From an optimization exercise on the open Yosys and OpenROAD flow, aimed at small area and a short achievable clock period; shortcuts taken in it are not production practice. Function was checked by simulation only, so behaviour that the tests miss may differ from the original. Power and IR drop assume default switching activity.

`run.sh`:
```
#!/bin/bash
# synth_recipe.tcl (not shown) runs the flow's synth.tcl, then flattens the netlist and writes it again
# the make line also repeats each setting of config.mk as NAME=value (left out here)
make -C /OpenROAD-flow-scripts/flow DESIGN_CONFIG=/design/flow/config.mk WORK_HOME=/design/flow/orfs CLKGATE_MAP_FILE= SYNTH_SCRIPT=/design/flow/synth_recipe.tcl finish
```
`config.mk`:
```
export PLATFORM = sky130hd
export DESIGN_NAME = issue_queue
export DESIGN_NICKNAME = issue_queue
export VERILOG_FILES = /design/flow/design.v
export SDC_FILE = /design/flow/constraint.sdc
export NUM_CORES = 4
export LEC_CHECK = 0
export CAP_MARGIN = 20
export CELL_PAD_IN_SITES_DETAIL_PLACEMENT = 1
export CELL_PAD_IN_SITES_GLOBAL_PLACEMENT = 2
export CORE_MARGIN = 2
export CORE_UTILIZATION = 35
export SETUP_SLACK_MARGIN = 1.5
export SLEW_MARGIN = 20
```
`constraint.sdc`:
```
create_clock -name core_clock -period 4.0 [get_ports {clk}]
set_input_delay 0.8000 -clock core_clock [delete_from_list [all_inputs] [get_ports {clk}]]
set_output_delay 0.8000 -clock core_clock [all_outputs]
set_load 0.01 [all_outputs]
```
`design.v`:
```
package iq_pkg;
    parameter int xlen = 32;
    parameter int phys_reg_bits = 6;
    parameter int num_phys_regs = 1 << phys_reg_bits;
    parameter int rob_bits = 6;
    parameter int unit_bits = 2;
    typedef logic [phys_reg_bits-1:0] phys_reg_t;
    typedef logic [unit_bits-1:0]     unit_id_t;
    typedef struct packed {
        logic [2:0]          funct3;
        logic [6:0]          funct7;
        logic [6:0]          opcode;
        phys_reg_t           rd;
        phys_reg_t           rs1;
        logic [xlen-1:0]     rs1_val;
        phys_reg_t           rs2;
        logic [xlen-1:0]     rs2_val;
        logic [xlen-1:0]     immediate;
        logic [rob_bits-1:0] rob_index;
    } dispatch_t;
    typedef struct packed {
        dispatch_t inst;
        unit_id_t  unit;
    } iq_entry_t;
    typedef struct packed {
        logic            valid;
        phys_reg_t       tag;
        logic [xlen-1:0] value;
    } fu_result_t;
    parameter int dispatch_w = 3 + 7 + 7 + 3 * phys_reg_bits + 3 * xlen + rob_bits;
    parameter int entry_w    = dispatch_w + unit_bits;
    parameter int result_w   = 1 + phys_reg_bits + xlen;
endpackage
`timescale 1ns/1ps
module issue_queue #(
    parameter int num_entries = 8,
    parameter int num_units   = 3
) (
    input  logic                 clk,
    input  logic                 reset_n,
    input  logic                 dispatch_valid,
    input  logic [iq_pkg::dispatch_w-1:0]       dispatch,
    input  logic [num_units*iq_pkg::result_w-1:0] results,
    output logic [num_units-1:0] issue_valid,
    output logic [num_units*iq_pkg::entry_w-1:0]  issued,
    output logic                 iq_full
);
    localparam int NE = num_entries;
    localparam int NU = num_units;
    localparam int DW = iq_pkg::dispatch_w;
    localparam int EW = iq_pkg::entry_w;
    localparam int RW = iq_pkg::result_w;
    localparam int XL = iq_pkg::xlen;
    localparam int PB = iq_pkg::phys_reg_bits;
    localparam int RS2V = iq_pkg::rob_bits + XL;
    localparam int RS2  = RS2V + XL;
    localparam int RS1V = RS2 + PB;
    localparam int RS1  = RS1V + XL;
    localparam int RD   = RS1 + PB;
    logic [NE-1:0]      valid;
    logic [NE-1:0]      rdy1;
    logic [NE-1:0]      rdy2;
    logic [DW-1:0]      pay  [NE];
    logic [1:0]         unit [NE];
    logic [(1<<PB)-1:0] busy;
    logic [1:0]         rr;
    logic [NE-1:0]      req_q [NU];    
    logic [DW-1:0]      iss_q [NU];
    logic               full_q;
    logic [NU-1:0] bv;
    logic [PB-1:0] bt   [NU];
    logic [XL-1:0] bval [NU];
    always_comb begin
        for (int b = 0; b < NU; b++) begin
            bv[b]   = results[b*RW + RW - 1];
            bt[b]   = results[b*RW + XL +: PB];
            bval[b] = results[b*RW +: XL];
        end
    end
    logic [NE-1:0] load;
    always_comb begin
        for (int i = 0; i < NE; i++) begin
            load[i] = dispatch_valid && !valid[i];
            for (int j = 0; j < i; j++) load[i] = load[i] && valid[j];
        end
    end
    assign iq_full = full_q;
    wire accept = dispatch_valid && !full_q;
    wire [PB-1:0] d_rs1 = dispatch[RS1 +: PB];
    wire [PB-1:0] d_rs2 = dispatch[RS2 +: PB];
    wire [PB-1:0] d_rd  = dispatch[RD  +: PB];
    logic [NU-1:0] dh1, dh2;      
    logic [NU-1:0] ds1, ds2;      
    always_comb begin
        for (int b = 0; b < NU; b++) begin
            dh1[b] = bv[b] && bt[b] == d_rs1;
            dh2[b] = bv[b] && bt[b] == d_rs2;
        end
        ds1 = dh1 & ~(dh1 << 1) & ~(dh1 << 2);
        ds2 = dh2 & ~(dh2 << 1) & ~(dh2 << 2);
    end
    wire d_rdy1 = !busy[d_rs1] || (|dh1);
    wire d_rdy2 = !busy[d_rs2] || (|dh2);
    logic [NU-1:0] h1 [NE];
    logic [NU-1:0] h2 [NE];
    logic [NE-1:0] sv1, sv2;
    logic [NU-1:0] sb1 [NE];
    logic [NU-1:0] sb2 [NE];
    logic [XL-1:0] v1_n [NE];
    logic [XL-1:0] v2_n [NE];
    always_comb begin
        for (int i = 0; i < NE; i++) begin
            for (int b = 0; b < NU; b++) begin
                h1[i][b] = bv[b] && bt[b] == pay[i][RS1 +: PB];
                h2[i][b] = bv[b] && bt[b] == pay[i][RS2 +: PB];
            end
            sv1[i] = !valid[i] && !(|dh1);
            sv2[i] = !valid[i] && !(|dh2);
            sb1[i] = !valid[i] ? ds1 : (h1[i] & ~(h1[i] << 1) & ~(h1[i] << 2));
            sb2[i] = !valid[i] ? ds2 : (h2[i] & ~(h2[i] << 1) & ~(h2[i] << 2));
            v1_n[i] = ({XL{sv1[i]}}    & dispatch[RS1V +: XL])
                    | ({XL{sb1[i][0]}} & bval[0])
                    | ({XL{sb1[i][1]}} & bval[1])
                    | ({XL{sb1[i][2]}} & bval[2]);
            v2_n[i] = ({XL{sv2[i]}}    & dispatch[RS2V +: XL])
                    | ({XL{sb2[i][0]}} & bval[0])
                    | ({XL{sb2[i][1]}} & bval[1])
                    | ({XL{sb2[i][2]}} & bval[2]);
        end
    end
    logic [NE-1:0] gnt [NU];
    logic [NE-1:0] clr;
    always_comb begin
        clr = '0;
        for (int u = 0; u < NU; u++) begin
            for (int i = 0; i < NE; i++) begin
                gnt[u][i] = req_q[u][i];
                for (int j = 0; j < i; j++) gnt[u][i] = gnt[u][i] && !req_q[u][j];
            end
            clr = clr | gnt[u];
        end
    end
    logic [NE-1:0] valid_n, rdy1_n, rdy2_n;
    logic [1:0]    unit_n [NE];
    logic [NE-1:0] req_n [NU];
    always_comb begin
        for (int i = 0; i < NE; i++) begin
            valid_n[i] = (valid[i] && !clr[i]) || load[i];
            rdy1_n[i]  = !valid[i] ? d_rdy1 : (rdy1[i] || (|h1[i]));
            rdy2_n[i]  = !valid[i] ? d_rdy2 : (rdy2[i] || (|h2[i]));
            unit_n[i]  = !valid[i] ? rr : unit[i];
        end
        for (int u = 0; u < NU; u++) begin
            for (int i = 0; i < NE; i++) begin
                req_n[u][i] = valid_n[i] && rdy1_n[i] && rdy2_n[i] && unit_n[i] == u;
            end
        end
    end
    always_ff @(posedge clk) begin
        for (int i = 0; i < NE; i++) begin
            if (!valid[i]) begin
                pay[i][DW-1:RS1V+XL] <= dispatch[DW-1:RS1V+XL];
                pay[i][RS2 +: PB]    <= dispatch[RS2 +: PB];
                pay[i][RS2V-1:0]     <= dispatch[RS2V-1:0];
            end
            if (!valid[i] || !rdy1[i]) pay[i][RS1V +: XL] <= v1_n[i];
            if (!valid[i] || !rdy2[i]) pay[i][RS2V +: XL] <= v2_n[i];
            unit[i] <= unit_n[i];
            rdy1[i] <= rdy1_n[i];
            rdy2[i] <= rdy2_n[i];
        end
    end
    always_ff @(posedge clk or negedge reset_n) begin
        if (!reset_n) begin
            valid  <= '0;
            rr     <= '0;
            busy   <= '0;
            full_q <= 1'b0;
            for (int u = 0; u < NU; u++) begin
                req_q[u] <= '0;
                iss_q[u] <= '0;
            end
            issue_valid <= '0;
        end else begin
            valid  <= valid_n;
            full_q <= &valid_n;
            if (accept) rr <= (rr == 2'd2) ? 2'd0 : rr + 2'd1;
            for (int b = 0; b < NU; b++) begin
                if (bv[b]) busy[bt[b]] <= 1'b0;
            end
            if (accept) busy[d_rd] <= 1'b1;
            for (int u = 0; u < NU; u++) begin
                logic [DW-1:0] p;
                p = '0;
                for (int i = 0; i < NE; i++) begin
                    p = p | ({DW{gnt[u][i]}} & pay[i]);
                end
                req_q[u]       <= req_n[u];
                iss_q[u]       <= p;
                issue_valid[u] <= |req_q[u];
            end
        end
    end
    always_comb begin
        for (int u = 0; u < NU; u++) begin
            issued[u*EW +: EW] = {iss_q[u], issue_valid[u] ? 2'(u) : 2'd0};
        end
    end
endmodule
```
==> results.sh, run 1 <==
export IMPL_outcome="complete, no violations"
export IMPL_cts_sinks=1641
export IMPL_setup_violations_final=0
export IMPL_slew_headroom=0.209
export IMPL_peakVddDrop_mv=0.466
export IMPL_fin_setup_tns_ns=0
export IMPL_gp_congestion=0.893
export IMPL_worstPathMaxFanout=7
export IMPL_start_util=0.351
export IMPL_drc_errors=0
export IMPL_syn_area_per_cell_um2=10.9
export IMPL_synthToLayoutAreaGrowth_pct=37.6
export IMPL_ys_seq_area_frac=0.544
export IMPL_numCtsBuffers=195
export IMPL_clk_path_buf_depth=3
export IMPL_cts_root_buffer="clkbuf_16"
export IMPL_overflow=0
export IMPL_tightest_slew_ns=1.18
export IMPL_synth_commonest_cells="edfxtp_1, nand2_1, a222oi_1"
export IMPL_hold_viol_final=0
export IMPL_finalCritPeriodShare=0.691
export IMPL_postSynthCellCount=7794
export IMPL_drive_gt1_frac=0.208
export IMPL_synth_edf_count=1096
export IMPL_grt_pass1_vias=83200
export IMPL_ant_nets=0
export IMPL_synth_area_top_cells="edfxtp_1, dfrtp_1, a222oi_1"
export IMPL_critPathCaptureType="flip-flop"
export IMPL_p_per_area_nw_per_um2=739
export IMPL_drt_vias_per_instance=7.17
export IMPL_stdcell_area_um2=117000
export IMPL_die_x_um=498
export IMPL_insertion_delay_ns=0.92
export IMPL_start_kind="flip-flop"
export IMPL_ys_seq_elements=1641
export IMPL_yosysTopAreaCell="edfxtp_1"
export IMPL_io_buffers=673
export IMPL_synth_mux_area_frac=0.0120
export IMPL_fmaxAchievable_mhz=362
export IMPL_grt_max_degree=116
export IMPL_worst_clock_skew_ns=0.103
export IMPL_fillCellCount=24800
export IMPL_fin_crit_ns=2.76
export IMPL_routed_wl_mm=555
export IMPL_synth_xor_area_share=0.0351
export IMPL_multi_input_area_um2=37000
export IMPL_synth_top_family_by_area="compound AO/OA/AOI/OAI gates"
export IMPL_drt_iter0_markers=17800
export IMPL_core_region_area_um2=243000
export IMPL_layout_core_utilization=0.483
export IMPL_p_total_mw=86.7
export IMPL_yosysUniqueCellTypes=74
export IMPL_leakage_nw=45.2
export IMPL_num_vias=87100
export IMPL_synth_ff_type="edfxtp_1"
export IMPL_cts_tree="yes"
export IMPL_maxCapViolCount=0
export IMPL_ys_warn_count=16
export IMPL_fp_dieArea_um2=248000
export IMPL_synth_compound_area_frac=0.271
export IMPL_yosys_area_top_type_share=0.386
export IMPL_regArea_um2=46400
export IMPL_grt_pass1_wl_mm=710
export IMPL_routedWlPerCell_um=45.7
export IMPL_placed_area_um2=99000
export IMPL_rrSetupSlack_ns=1.24
export IMPL_arrival_ns=3.49
export IMPL_dp_hpwl_mm=298
export IMPL_nets=9012
export IMPL_worstPathRequired_ns=4.73
export IMPL_hold_path_class="in -> reg"
export IMPL_antenna_found_initial=65
export IMPL_yosys_area_share_simple=0.0819
export IMPL_synthAdderAreaFrac=0.00235
export IMPL_cts_max_level=4
export IMPL_fp_dieH_um=498
export IMPL_io_pins=678
export IMPL_final_max_slew_viol_count=0
export IMPL_crit_type="reg -> reg"
export IMPL_cts_reportedPaths_clkPinSlew_ns=0.07
export IMPL_dr_pass1_iters=14
export IMPL_grt_setup_unrepaired="yes"
export IMPL_synth_most_common_cell="edfxtp_1"
export IMPL_std_cell_rows=181
export IMPL_track_usage=0.408
export IMPL_syn_cell_area_um2=85300
export IMPL_synthArstFlopShare=0.313
==> routing by layer <==
layer / wire [µm] / global-route usage / vias up
met3: 68500 / 0.0998 / 1897
met2: 235000 / 0.605 / 7362
met4: 44000 / 0.250 / 30
li1: - / - / 33400
met5: 208 / 0 / -
met1: 207000 / 0.536 / 44400
==> layout by cell type, fill, tap and decap left out, types with 31 or more instances in the layout <==
cell             Yosys  routed
o21ai_0            416     149
nand4_1             60      60
dfxtp_1             32      32
buf_6                3     107
diode_2              0      32
dfrtp_1            513     481
inv_1              116     104
a222oi_1           827     827
o22ai_1            109      98
a221o_1            475     455
nor2_1             371     344
edfxtp_1          1096    1096
dlygate4sd2_1        0     404
nand3_1             66      60
mux2i_1             45      42
xnor2_1            176     153
buf_16               0     113
clkbuf_16            0     280
clkdlybuf4s50_1      0     222
o21ai_1             40     287
buf_12               0     257
a22o_1              33      32
clkbuf_8             0      31
buf_4               13     510
buf_8                0      35
nand2_1            991     970
clkinv_2             0      41
xor2_1             166     157
o211ai_1           412     412
a21oi_1            292     280
a22oi_1            177     177
==> registers in the layout (all words and copies together) (netlist names) <==
signal       flops
busy            64
full_q           1
iss_q          411
issue_valid      3
pay           1096
rdy1             8
rdy2             8
req_q           24
rr               2
unit            16
valid            8
==> worst max-delay path, stage by stage, from the launching register on <==
cell and delay (ns):
dfrtp_4 0.50, or4_4 0.59, nor3b_4 0.28, buf_4 0.16, buf_6 0.09, buf_6 0.10
buf_16 0.16, buf_16 0.17, a222oi_1 0.13, o211ai_1 0.18, a221o_1 0.24
==> where the power goes <==
part,total [mW],switching (mW),internal (mW)
Combinational,37.0,23.7,13.3
Sequential,30.6,4.84,25.8
Clock,19.0,8.22,10.8
Total,86.7,36.8,49.9
==> kinds of logic (layout without fill, tap and decap cells) <==
kind of cell,after synthesis,after routing
xor gates and xnor gates,342,342
adders and majority gates,16,16
and+or+nand+nor,1663,1665
other,1,36
AOI/OAI and AO/OA,2895,2895
buffers and inverters,1157,2266
DFF,1641,1641
muxes,79,79
==> area by class of cell <==
cell class | instances | area share
diodes | 32 | 0.000683
clock buffers | 270 | 0.0495
clock inverters | 96 | 0.00870
inverters | 116 | 0.00399
multi-input cells | 5001 | 0.315
flip-flops and latches | 1641 | 0.396
well taps | 3202 | 0.0342
repair buffers | 1784 | 0.192
==> stage by stage <==
| step | hold WS, ns | std cells | setup slack [ns] |
|---|---|---|---|
| finish | 0.289 | 12100 | 1.24 |
| global route | 0.266 | 12100 | 1.18 |
| CTS | 0.323 | 11800 | 1.26 |
| detailed placement | 0.493 | 11100 | -0.125 |
| global placement | 0.478 | 11100 | -0.0703 |
| floorplan | 0.425 | 7797 | 1.18 |
==> what timing repair did <==
item	4_1_cts	5_1_grt
cloned	99	78
endpoints found under the setup margin	1467	889
pin swaps	169	519
resized for setup	932	330
buffers inserted	284	193
hold buffers	1	0
hold endpoints to repair	42	0
==> worst paths after layout <==
path | startpoint | endpoint | cells past startpoint
max | req_q[0][0] | iss_q[0][103] | 10
min | dispatch[109] | pay[6][109] | 1
max reg2reg | req_q[0][0] | iss_q[0][103] | 10
min reg2reg | unit[5][0] | unit[5][0] | 1
max in group asynchronous | reset_n | valid[7] | 4
min in group asynchronous | reset_n | iss_q[1][10] | 2
==> run 2: changes to the inputs <==
==> flow/run.sh (new file) <==
#!/bin/bash
# Standard layout, with the smallest buffer on the ports instead of the
# delay-cell buffer ORFS picks by default (every port still gets a buffer).
cp standard.sh standard_sh_copy.log
export BUFFER_PORTS_ARGS="-buffer_cell sky130_fd_sc_hd__buf_1"
bash standard.sh > standard.log 2>&1
==> standard.sh (new file) <==
#!/bin/bash
# synth_recipe.tcl (not shown) runs the flow's synth.tcl, then flattens the netlist and writes it again
# the make line also repeats each setting of config.mk as NAME=value (left out here)
make -C /OpenROAD-flow-scripts/flow DESIGN_CONFIG=/design/flow/config.mk WORK_HOME=/design/flow/orfs CLKGATE_MAP_FILE= SYNTH_SCRIPT=/design/flow/synth_recipe.tcl "${@:-finish}"
removed: run.sh
==> run 2 against run 1 <==
Effect of this change:
- highest routed layer unchanged
- total power down 1.5%
- critical endpoint is now pay[1][38]
- die area unchanged
- largest power group unchanged
- clock power down 4%
- critical path depth down 3
- hold slack worse by 0.026 ns
- clock skew down 0.046 ns
- clock-buffer cell count up 20
==> results.sh, run 2 <==
export IMPL_met1_usage=0.523
export IMPL_antenna_found_initial=79
export IMPL_track_usage=0.400
export IMPL_dp_slack_ns=0.0793
export IMPL_synth_most_common_cell="edfxtp_1"
export IMPL_ys_warn_count=16
export IMPL_nets=8875
export IMPL_core_region_area_um2=243000
export IMPL_fmaxAchievable_mhz=370
export IMPL_setup_violations_final=0
export IMPL_tightest_slew_ns=1.28
export IMPL_synth_mux_area_frac=0.0120
export IMPL_stdcell_area_um2=111000
export IMPL_io_buffers=673
export IMPL_maxCapViolCount=0
export IMPL_start_util=0.351
export IMPL_r2r_cells=7
export IMPL_reg_largest_list="pay (1096), iss_q (411), busy (64)"
export IMPL_cp_depth=7
export IMPL_drc_errors=0
export IMPL_drt_vias_per_instance=7.21
export IMPL_grt_pass1_vias=83500
export IMPL_worstPathMaxFanout=33
export IMPL_rrSetupSlack_ns=1.30
export IMPL_layout_core_utilization=0.459
export IMPL_ys_seq_area_frac=0.544
export IMPL_syn_area_per_cell_um2=10.9
export IMPL_arrival_ns=3.40
export IMPL_fp_dieArea_um2=248000
export IMPL_p_total_mw=85.4
export IMPL_fin_hold_ws_ns=0.264
export IMPL_critPathBufInv=3
export IMPL_leakage_nw=40.9
export IMPL_overflow=0
export IMPL_yosysTopAreaCell="edfxtp_1"
export IMPL_fin_setup_tns_ns=0
export IMPL_yosysUniqueCellTypes=74
export IMPL_min_from="dispatch[10]"
export IMPL_critPathCaptureType="flip-flop"
export IMPL_gp_congestion=0.906
export IMPL_final_cell_mix="edfxtp_1, nand2_1, a222oi_1"
export IMPL_synth_compound_area_frac=0.271
export IMPL_std_cell_rows=181
export IMPL_dp_cells=11000
export IMPL_timing_rr_end="pay[1][38]"
export IMPL_routedWlPerCell_um=45.7
export IMPL_instances_no_fill=12000
export IMPL_final_common_cell="edfxtp_1"
export IMPL_placed_area_um2=94100
export IMPL_insertion_delay_ns=0.90
export IMPL_crit_top_cell="buf_4"
export IMPL_regMostFlops="pay"
export IMPL_synth_edf_count=1096
export IMPL_crit_family="buffers and inverters"
export IMPL_hold_path_depth=1
export IMPL_largest_reg_flops=1096
export IMPL_grt_pass1_wl_mm=699
export IMPL_hold_path_class="in -> reg"
export IMPL_yosys_area_top_type_share=0.386
export IMPL_p_per_area_nw_per_um2=767
export IMPL_worstPathRequired_ns=4.70
export IMPL_clk_path_buf_depth=3
export IMPL_use_met2=0.600
export IMPL_slew_headroom=0.141
export IMPL_start_kind="flip-flop"
export IMPL_hold_viol_final=0
export IMPL_grt_busiest_layer="met2"
export IMPL_synthArstFlopShare=0.313
export IMPL_cts_reportedPaths_clkPinSlew_ns=0.06
export IMPL_whs_endpoint="pay[1][10]"
export IMPL_syn_cell_area_um2=85300
export IMPL_fp_dieH_um=498
export IMPL_numCtsBuffers=195
export IMPL_postSynthCellCount=7794
export IMPL_cts_tree="yes"
export IMPL_worst_clock_skew_ns=0.0571
export IMPL_reg2reg_from="valid[1]"
export IMPL_crit_type="reg -> reg"
export IMPL_grt_setup_unrepaired="yes"
export IMPL_cts_max_level=4
export IMPL_ant_nets=0
export IMPL_critPathMaxStageDelay_ns=0.48
export IMPL_finalCritPeriodShare=0.675
export IMPL_yosys_area_share_simple=0.0819
export IMPL_io_pins=678
export IMPL_synthToLayoutAreaGrowth_pct=30.6
export IMPL_dp_hpwl_mm=292
export IMPL_ys_seq_elements=1641
export IMPL_drive_gt1_frac=0.198
export IMPL_synthAdderAreaFrac=0.00235
export IMPL_cts_sinks=1641
export IMPL_fin_crit_ns=2.70
export IMPL_grtUsageMet3=0.0996
export IMPL_synth_area_top_cells="edfxtp_1, dfrtp_1, a222oi_1"
export IMPL_die_x_um=498
export IMPL_drt_iter0_markers=18600
export IMPL_path_cells="buf_4 -> o41ai_2 -> buf_4 -> nor2_1 -> a21oi_4 -> buf_12 -> o21ai_0"
export IMPL_num_vias=86700
export IMPL_outcome="complete, no violations"
export IMPL_finalWorstSetupSlack_ns=1.30
export IMPL_routed_wl_mm=549
export IMPL_final_max_slew_viol_count=0
export IMPL_grt_max_degree=130
export IMPL_synth_xor_area_share=0.0351
export IMPL_worst_path_max_delay_cell="buf_4"
export IMPL_cts_root_buffer="clkbuf_16"
export IMPL_synth_top_family_by_area="compound AO/OA/AOI/OAI gates"
export IMPL_dr_pass1_iters=14
export IMPL_synth_ff_type="edfxtp_1"
export IMPL_peakVddDrop_mv=0.501
export IMPL_synth_commonest_cells="edfxtp_1, nand2_1, a222oi_1"
-- run 2: worst max-delay path by stage --
stage                             from      endpoint  slack [ns]
after CTS                  pay[6][111]   pay[6][104]        1.41
final                         valid[1]    pay[1][38]        1.30
after detailed placement  dispatch[74]    pay[5][52]        0.08
after global routing       req_q[2][1]  iss_q[2][19]        1.32
after floorplan            results[32]    pay[4][49]        1.18
after global placement     results[75]    pay[0][76]        0.05
-- run 2: final cells by class --
cell class / count / area (µm²)
antenna: 44 / 110
clock buffer: 290 / 5720
clock inverter: 76 / 728
tap: 3202 / 4010
inverter: 116 / 465
timing repair buffer: 1647 / 16800
fill: 25400 / 131000
sequential: 1641 / 46400
multi-input combinational: 5001 / 37100
-- run 2: logic make-up (layout without fill, tap and decap cells) --
family,count (synthesis),in the layout
other,1,48
muxes,79,79
and+or+nand+nor,1663,1665
adders and majority gates,16,16
AOI/OAI and AO/OA,2895,2895
DFF,1641,1641
buffers and inverters,1157,2129
xor gates and xnor gates,342,342
-- run 2: repair_timing --
| action | 4_1_cts | 5_1_grt |
|---|---|---|
| cloned | 65 | 93 |
| hold buffers | 1 | 0 |
| setup buffers | 228 | 189 |
| pin swaps | 129 | 540 |
| gates resized for setup | 263 | 391 |
| endpoints found under the setup margin | 976 | 898 |
| hold endpoints to repair | 15 | 0 |
-- run 2: report_power, final --
group / internal, mW / leakage (nW) / switching (mW)
sequential: 25.8 / 18.5 / 4.88
clock: 10.2 / 3.18 / 7.99
combinational: 12.3 / 19.2 / 24.2
total: 48.3 / 40.9 / 37.0
-- run 2: metal layers --
layer	routed length, µm	vias to the layer above
met2	232000	7418
li1	-	33100
met1	208000	44400
met3	69200	1698
met4	39600	64
met5	600	-
==> run 3: changes to the inputs <==
--- a/config.mk
+++ b/config.mk
@@ -11,4 +11,6 @@
 export CORE_MARGIN = 2
 export CORE_UTILIZATION = 35
+export CTS_CLUSTER_DIAMETER = 80
+export CTS_CLUSTER_SIZE = 20
 export SETUP_SLACK_MARGIN = 1.5
 export SLEW_MARGIN = 20
==> run 3 against run 2 <==
Effect of this change:
- synthesized cell count unchanged
- total power down 4.3%
- wire length up 0.65%
- die area unchanged
- still clean
- first-iteration DRC count down 0.63%
- sequential power about the same
- final cell count down 1.0%
- maximum frequency down 0.12%
- register-to-register slack about the same
- global-route usage about the same
- combinational power about the same
- final area down 1.6%
==> results.sh, run 3 <==
export IMPL_outcome="complete, no violations"
export IMPL_fp_dieH_um=498
export IMPL_largest_reg_flops=1096
export IMPL_io_buffers=673
export IMPL_final_common_cell="edfxtp_1"
export IMPL_dr_pass1_iters=12
export IMPL_final_max_slew_viol_count=0
export IMPL_dp_hpwl_mm=292
export IMPL_drt_vias_per_instance=7.29
export IMPL_yosysTopAreaCell="edfxtp_1"
export IMPL_overflow=0
export IMPL_synth_commonest_cells="edfxtp_1, nand2_1, a222oi_1"
export IMPL_cts_sinks=1641
export IMPL_synth_edf_count=1096
export IMPL_setup_violations_final=0
export IMPL_worstPathMaxFanout=4
export IMPL_cts_root_buffer="clkbuf_16"
export IMPL_tightest_slew_ns=1.30
export IMPL_antenna_found_initial=76
export IMPL_fp_dieArea_um2=248000
export IMPL_cts_max_level=4
export IMPL_worst_path_max_delay_cell="or4_4"
export IMPL_critPathCaptureType="flip-flop"
export IMPL_start_kind="flip-flop"
export IMPL_postSynthCellCount=7794
export IMPL_slew_headroom=0.136
export IMPL_syn_area_per_cell_um2=10.9
export IMPL_p_per_area_nw_per_um2=746
export IMPL_dp_cells=11000
export IMPL_routed_wl_mm=553
export IMPL_maxCapViolCount=0
export IMPL_num_vias=86700
export IMPL_worst_clock_skew_ns=0.0548
export IMPL_synthArstFlopShare=0.313
export IMPL_std_cell_rows=181
export IMPL_gp_congestion=0.906
export IMPL_finalWorstSetupSlack_ns=1.30
export IMPL_crit_top_cell="buf_6"
export IMPL_fillCellCount=25400
export IMPL_stdcell_area_um2=110000
export IMPL_worstPathRequired_ns=4.72
export IMPL_p_total_mw=81.7
export IMPL_drc_errors=0
export IMPL_fin_hold_ws_ns=0.320
export IMPL_fmaxAchievable_mhz=370
export IMPL_arrival_ns=3.43
export IMPL_synth_area_top_cells="edfxtp_1, dfrtp_1, a222oi_1"
export IMPL_insertion_delay_ns=0.87
export IMPL_path_cells="or4_4 -> nor3b_4 -> buf_6 -> buf_6 -> buf_16 -> buf_12 -> buf_12 -> buf_6 -> a222oi_1 -> o211ai_1 -> a221o_1"
export IMPL_nets=8824
export IMPL_core_region_area_um2=243000
export IMPL_grt_setup_unrepaired="yes"
export IMPL_yosysUniqueCellTypes=74
export IMPL_finalCritPeriodShare=0.676
export IMPL_ant_nets=0
export IMPL_yosys_area_top_type_share=0.386
export IMPL_die_x_um=498
export IMPL_hold_viol_final=0
export IMPL_critPathMaxStageDelay_ns=0.57
export IMPL_synth_ff_type="edfxtp_1"
export IMPL_final_cell_mix="edfxtp_1, nand2_1, a222oi_1"
export IMPL_crit_type="reg -> reg"
export IMPL_ys_seq_elements=1641
export IMPL_hold_path_class="in -> reg"
export IMPL_routedWlPerCell_um=46.5
export IMPL_clk_path_buf_depth=3
export IMPL_cts_reportedPaths_clkPinSlew_ns=0.08
export IMPL_grt_max_degree=148
export IMPL_regMostFlops="pay"
export IMPL_drt_iter0_markers=18500
export IMPL_start_util=0.351
export IMPL_placed_area_um2=94100
export IMPL_peakVddDrop_mv=0.524
export IMPL_grt_pass1_vias=82700
export IMPL_fin_setup_tns_ns=0
export IMPL_grt_pass1_wl_mm=698
export IMPL_fin_crit_ns=2.70
export IMPL_layout_core_utilization=0.451
export IMPL_cts_tree="yes"
export IMPL_numCtsBuffers=132
export IMPL_track_usage=0.400
export IMPL_ys_seq_area_frac=0.544
export IMPL_drive_gt1_frac=0.186
export IMPL_io_pins=678
export IMPL_syn_cell_area_um2=85300
export IMPL_dp_slack_ns=0.0793
export IMPL_reg_largest_list="pay (1096), iss_q (411), busy (64)"
export IMPL_synth_most_common_cell="edfxtp_1"
export IMPL_instances_no_fill=11900
export IMPL_leakage_nw=39.9
export IMPL_ys_warn_count=16
export IMPL_synthToLayoutAreaGrowth_pct=28.5
## run 3: cell counts after synthesis
Identical to the previous run, type by type.
## run 3: kinds of logic (layout without fill, tap and decap cells)
kind of cell	count (synthesis)	after routing	synth area share
compound gates	2895	2895	0.271
simple gates	1663	1665	0.0819
flops	1641	1641	0.544
buf+inv	1157	2020	0.0532
xor+xnor	342	342	0.0351
mux	79	79	0.0120
fa+ha+maj	16	16	0.00235
other cells	1	36	0.0000440
## run 3: layout make-up
cell class | count | area [µm²] | share of cell area
diodes | 32 | 80.1 | 0.000731
clock buffers | 169 | 3710 | 0.0338
clock inverters | 76 | 808 | 0.00738
inverters | 116 | 465 | 0.00425
multi-input cells | 5001 | 36800 | 0.336
flip-flops and latches | 1641 | 46400 | 0.424
well taps | 3202 | 4010 | 0.0366
repair buffers | 1659 | 17300 | 0.158
## run 3: report_power, final
group,switching [mW],internal (mW)
registers,4.92,25.7
logic,24.2,12.4
clock network,7.41,7.11
## run 3: path summary, 6_finish.rpt
| path | from | end | slack (ns) | cells past startpoint |
|---|---|---|---|---|
| worst max-delay path | req_q[0][2] | iss_q[0][103] | 1.30 | 11 |
| worst min-delay path | dispatch[33] | pay[3][33] | 0.32 | 1 |
| worst max register to register | req_q[0][2] | iss_q[0][103] | 1.30 | 11 |
| worst min register to register | unit[0][0] | unit[0][0] | 0.52 | 1 |
| max in group asynchronous | reset_n | iss_q[2][83] | 2.36 | 3 |
| min in group asynchronous | reset_n | iss_q[2][12] | 0.53 | 2 |
## run 3: metal layers
layer / track usage / up-vias / share of wire
li1: - / 33000 / -
met1: 0.519 / 44700 / 0.38
met2: 0.601 / 7274 / 0.42
met3: 0.106 / 1753 / 0.13
met4: 0.233 / 50 / 0.072
met5: 0 / - / 0.00055
## run 3: what timing repair did
| item | CTS | global route |
|---|---|---|
| hold endpoints to repair | 15 | 0 |
| gates resized for setup | 265 | 356 |
| pin swaps | 88 | 564 |
| setup endpoints to repair | 1005 | 886 |
| gates cloned | 70 | 96 |
| buffers inserted | 246 | 173 |
| hold buffers | 1 | 0 |
## run 3: worst max-delay path: cells and delay by family, from the launching register on
kind	cells	cell delay [ns]
compound gates	3	0.52
buf+inv	6	0.72
flops	1	0.50
simple gates	2	0.82

[re-timing with driven ports]
The results above use ideal ports. As a check the final layouts listed here were re-extracted and re-timed, cells and wires unchanged.
Step 1 (the two cells are an assumption about what drives the block):
set clk [get_ports {clk}]
set_driving_cell -lib_cell sky130_fd_sc_hd__clkbuf_16 $clk
set_driving_cell -lib_cell sky130_fd_sc_hd__buf_2 [delete_from_list [all_inputs] $clk]
Step 2 adds t to the input delays and takes it off the output delays; t is the mean of the earliest and latest rising clock arrival at the registers after step 1. Input paths then give back, and output paths get back, about the clock's delay inside the block.
a / b / c = ideal / step 1 / step 2; a / b = the first two.
run | shift t [ns] | setup slack, ns | worst data-port slew with drivers (ns) | pins driven straight from the clock port
run 1 | 0.974 | 1.235 / 1.235 / 0.434 | 0.25 | 1
run 2 | 0.992 | 1.298 / 1.298 / 0.440 | 0.24 | 1
run 3 | 0.945 | 1.295 / 1.295 / 0.474 | 0.26 | 1
After both steps setup and hold are still met in every run listed. The setup slack of run 2, which loses most, moves by 0.000 ns with the drivers and by -0.858 ns with both steps.
